From an optimization exercise on the open Yosys and OpenROAD flow, aimed at small area; shortcuts taken in it are not production practice. In this exercise RTL edits were held to simulation tests only and were not proved equivalent to the original. Power and IR drop assume default switching activity.

==> run F <==
==> flow/design.v <==
package regfile_pkg;
    localparam int DEFAULT_DATA_WIDTH = 32;
    localparam int DEFAULT_NUM_REGS   = 32;
    localparam int DEFAULT_NUM_READ   = 2;
    localparam int DEFAULT_NUM_WRITE  = 1;
endpackage
module regfile_clear_seq #(
    parameter int NUM_REGS   = regfile_pkg::DEFAULT_NUM_REGS,
    parameter int ADDR_WIDTH = $clog2(NUM_REGS)
) (
    input  logic                  clk,
    input  logic                  rst,
    input  logic                  clear_req,
    output logic                  clear_busy,
    output logic                  clear_done,
    output logic [ADDR_WIDTH-1:0] clear_addr
);
    logic [ADDR_WIDTH-1:0] counter;
    logic                  last;
    assign last = (counter == ADDR_WIDTH'(NUM_REGS - 1));
    always_ff @(posedge clk or negedge rst) begin
        if (!rst) begin
            counter    <= '0;
            clear_busy <= 1'b0;
            clear_done <= 1'b0;
        end else begin
            counter    <= clear_busy ? counter + 1'b1 : '0;
            clear_busy <= clear_busy ? !last : (clear_req && !clear_done);
            clear_done <= clear_busy && last;
        end
    end
    assign clear_addr = counter;
endmodule
module regfile_wbit (
    input  logic take1,
    input  logic take0,
    input  logic hold,
    input  logic wd1,
    input  logic wd0,
    input  logic q,
    output logic d
);
    assign d = (take1 & wd1) | (take0 & wd0) | (hold & q);
endmodule
module regfile_rgrp (
    input  logic [2:0] sel,
    input  logic [2:0] x,
    output logic       y_n
);
    assign y_n = !((sel[0] & x[0]) | (sel[1] & x[1]) | (sel[2] & x[2]));
endmodule
module regfile_rbit #(
    parameter int N = 31
) (
    input  logic [N-1:0] sel,
    input  logic [N-1:0] x,
    output logic         y
);
    localparam int G = N / 3;       
    localparam int R = N - 3 * G;   
    logic [G-1:0] grp_n;
    for (genvar g = 0; g < G; g++) begin : g_grp
        regfile_rgrp u_grp (
            .sel (sel[3*g +: 3]),
            .x   (x[3*g +: 3]),
            .y_n (grp_n[g])
        );
    end
    if (R > 0) begin : g_rest
        assign y = !(&grp_n) | (|(sel[N-1 -: R] & x[N-1 -: R]));
    end else begin : g_norest
        assign y = !(&grp_n);
    end
endmodule
module param_register_file #(
    parameter  int DATA_WIDTH = regfile_pkg::DEFAULT_DATA_WIDTH,
    parameter  int NUM_REGS   = regfile_pkg::DEFAULT_NUM_REGS,
    parameter  int NUM_READ   = regfile_pkg::DEFAULT_NUM_READ,
    parameter  int NUM_WRITE  = 2,
    parameter  int ZERO_REG   = 1,
    parameter  int BYPASS     = 1,
    localparam int ADDR_WIDTH = $clog2(NUM_REGS)
) (
    input  logic                                 clk,
    input  logic                                 rst,
    input  logic [NUM_READ-1:0][ADDR_WIDTH-1:0]  read_address,
    output logic [NUM_READ-1:0][DATA_WIDTH-1:0]  read_data,
    output logic [NUM_READ-1:0]                  read_pending,
    input  logic [NUM_WRITE-1:0][ADDR_WIDTH-1:0] write_address,
    input  logic [NUM_WRITE-1:0][DATA_WIDTH-1:0] write_data,
    input  logic [NUM_WRITE-1:0]                 write_enable,
    input  logic                                 reserve_valid,
    input  logic [ADDR_WIDTH-1:0]                reserve_address,
    input  logic                                 clear_req,
    output logic                                 clear_busy,
    output logic                                 clear_done
);
    localparam int NR = NUM_REGS - 1;   
    logic [ADDR_WIDTH-1:0] clear_addr;
    regfile_clear_seq #(
        .NUM_REGS   (NUM_REGS),
        .ADDR_WIDTH (ADDR_WIDTH)
    ) u_clear_seq (
        .clk        (clk),
        .rst        (rst),
        .clear_req  (clear_req),
        .clear_busy (clear_busy),
        .clear_done (clear_done),
        .clear_addr (clear_addr)
    );
    logic       write_effective0, write_effective1, reserve_effective;
    assign write_effective0  = write_enable[0] && !clear_busy;
    assign write_effective1  = write_enable[1] && !clear_busy;
    assign reserve_effective = reserve_valid && !clear_busy;
    logic [NR-1:0]            wr, valid, pending;
    logic [DATA_WIDTH*NR-1:0] next_bits;   
    for (genvar j = 0; j < NR; j++) begin : g_reg
        localparam logic [ADDR_WIDTH-1:0] A = ADDR_WIDTH'(j + 1);
        logic                  wr0, wr1, res, clr;
        logic                  take1, take0, hold;
        logic [DATA_WIDTH-1:0] data, data_next;
        logic                  vld, pnd;
        assign wr0   = write_effective0 && (write_address[0] == A);
        assign wr1   = write_effective1 && (write_address[1] == A);
        assign res   = reserve_effective && (reserve_address == A);
        assign clr   = clear_busy && (clear_addr == A);
        assign wr[j] = wr0 || wr1;
        assign take1 = wr1;
        assign take0 = wr0 && !wr1;
        assign hold  = !(wr0 || wr1);
        for (genvar b = 0; b < DATA_WIDTH; b++) begin : g_bit
            regfile_wbit u_wbit (
                .take1 (take1),
                .take0 (take0),
                .hold  (hold),
                .wd1   (write_data[1][b]),
                .wd0   (write_data[0][b]),
                .q     (data[b]),
                .d     (data_next[b])
            );
            assign next_bits[b*NR + j] = data_next[b];
        end
        always_ff @(posedge clk) begin
            data <= data_next;
        end
        always_ff @(posedge clk or negedge rst) begin
            if (!rst) begin
                vld <= 1'b0;
                pnd <= 1'b0;
            end else begin
                vld <= !clr && (vld || wr[j]);
                pnd <= !clr && (res || (pnd && !wr[j]));
            end
        end
        assign valid[j]   = vld;
        assign pending[j] = pnd;
    end
    for (genvar r = 0; r < NUM_READ; r++) begin : g_read
        logic [NR-1:0] hit, sel;
        for (genvar j = 0; j < NR; j++) begin : g_sel
            assign hit[j] = (read_address[r] == ADDR_WIDTH'(j + 1));
            assign sel[j] = hit[j] && (valid[j] || wr[j]);
        end
        for (genvar b = 0; b < DATA_WIDTH; b++) begin : g_bit
            regfile_rbit #(.N(NR)) u_rbit (
                .sel (sel),
                .x   (next_bits[b*NR +: NR]),
                .y   (read_data[r][b])
            );
        end
        assign read_pending[r] = |(hit & pending);
    end
endmodule
module regfile_top (
    input  logic        clk,
    input  logic        rst,
    input  logic [9:0]  read_address,
    output logic [63:0] read_data,
    output logic [1:0]  read_pending,
    input  logic [9:0]  write_address,
    input  logic [63:0] write_data,
    input  logic [1:0]  write_enable,
    input  logic        reserve_valid,
    input  logic [4:0]  reserve_address,
    input  logic        clear_req,
    output logic        clear_busy,
    output logic        clear_done
);
    param_register_file #(
        .DATA_WIDTH (32),
        .NUM_REGS   (32),
        .NUM_READ   (2),
        .NUM_WRITE  (2),
        .ZERO_REG   (1),
        .BYPASS     (1)
    ) u_rf (
        .clk             (clk),
        .rst             (rst),
        .read_address    (read_address),
        .read_data       (read_data),
        .read_pending    (read_pending),
        .write_address   (write_address),
        .write_data      (write_data),
        .write_enable    (write_enable),
        .reserve_valid   (reserve_valid),
        .reserve_address (reserve_address),
        .clear_req       (clear_req),
        .clear_busy      (clear_busy),
        .clear_done      (clear_done)
    );
endmodule
==> flow/run.sh <==
#!/bin/bash
# synth_recipe.tcl (not shown) runs the flow's synth.tcl, then flattens the netlist and writes it again
# the make line also repeats each setting of config.mk as NAME=value (left out here)
make -C /OpenROAD-flow-scripts/flow DESIGN_CONFIG=/design/flow/config.mk WORK_HOME=/design/flow/orfs CLKGATE_MAP_FILE= SYNTH_SCRIPT=/design/flow/synth_recipe.tcl finish
==> flow/config.mk <==
export PLATFORM = sky130hd
export DESIGN_NAME = regfile_top
export DESIGN_NICKNAME = regfile_top
export VERILOG_FILES = /design/flow/design.v
export SDC_FILE = /design/flow/constraint.sdc
export NUM_CORES = 4
export LEC_CHECK = 0
export CAP_MARGIN = 20
export CORE_MARGIN = 2
export CORE_UTILIZATION = 40
export PLACE_DENSITY = 0.5
export SLEW_MARGIN = 20
export SYNTH_HIERARCHICAL = 1
==> flow/constraint.sdc <==
create_clock -name core_clock -period 8.0 [get_ports {clk}]
set_input_delay 1.6000 -clock core_clock [delete_from_list [all_inputs] [get_ports {clk}]]
set_output_delay 1.6000 -clock core_clock [all_outputs]
set_load 0.01 [all_outputs]
==> run Y (differences from run F) <==
==> flow/flow/run.sh (new file) <==
#!/bin/bash
# Standard layout, except that the port buffers are the smallest plain buffer
# instead of the buffer buffer_ports picks by default.
set -euo pipefail
bash standard.sh 'BUFFER_PORTS_ARGS=-buffer_cell sky130_fd_sc_hd__buf_1' finish > standard.log 2>&1
==> flow/standard.sh (new file) <==
#!/bin/bash
# synth_recipe.tcl (not shown) runs the flow's synth.tcl, then flattens the netlist and writes it again
# the make line also repeats each setting of config.mk as NAME=value (left out here)
make -C /OpenROAD-flow-scripts/flow DESIGN_CONFIG=/design/flow/config.mk WORK_HOME=/design/flow/orfs CLKGATE_MAP_FILE= SYNTH_SCRIPT=/design/flow/synth_recipe.tcl "${@:-finish}"
Settings changed: CORE_UTILIZATION 40 to 45, PLACE_DENSITY 0.5 to 0.55.
removed: flow/run.sh
==> notes.md <==
item	run F	run Y
Worst setup path end	read_data[36]	read_data[32]
Clock group share of total power	39.5%	39.7%
Origin of the worst setup path	write_address[7]	write_address[9]
Timing-limited maximum frequency	125 MHz	129 MHz
M1 WL	102 mm	95.1 mm
Placed wire-length estimate	165 mm	157 mm
Nonclk buf count	517	471
Power attributed to combinational cells	2290 uW	2230 uW
Leakage dissipation	0.0286 uW	0.0279 uW
Cell count after placement	6505	6315
Setup_tns	-0.00797 ns	0 ns
Proportion of cell area occupied by registers	37.0%	38.2%
Non-clock buffer share	8.22%	5.31%
Sw frac	28.9%	28.7%
Run status	complete, but fails checks	finished clean
Reasons for failing layout checks	negative setup slack	-
Share of final-layout standard cells stronger than drive strength 1	14.0%	13.5%
Area of the die	120000 sq um	107000 sq um
Core Box Area	116000 sq um	103000 sq um

-- re-timing with driven ports --
The results above use ideal ports. As a check the final layouts listed here were re-extracted and re-timed, cells and wires unchanged. Step 1 assumes that a clkbuf_16 drives the clock port and a buf_2 every other input. Step 2, shift: input delay + t, output delay - t, t = (earliest + latest rising clock arrival at the registers) / 2. This alone moves slack from input paths to output paths. Slacks: no drivers / after step 1 / after step 2; pairs: no drivers / after step 1.
run | t (ns) | setup slack, ns | clock arrival spread, ns
run F | 0.815 | -0.008 / -0.037 / -0.037 | 0.029 / 0.030
run Y | 0.806 | 0.223 / 0.199 / 0.199 | 0.038 / 0.038
For run F, which loses most, drivers alone change the setup slack by -0.029 ns; drivers and shift together by -0.029 ns.
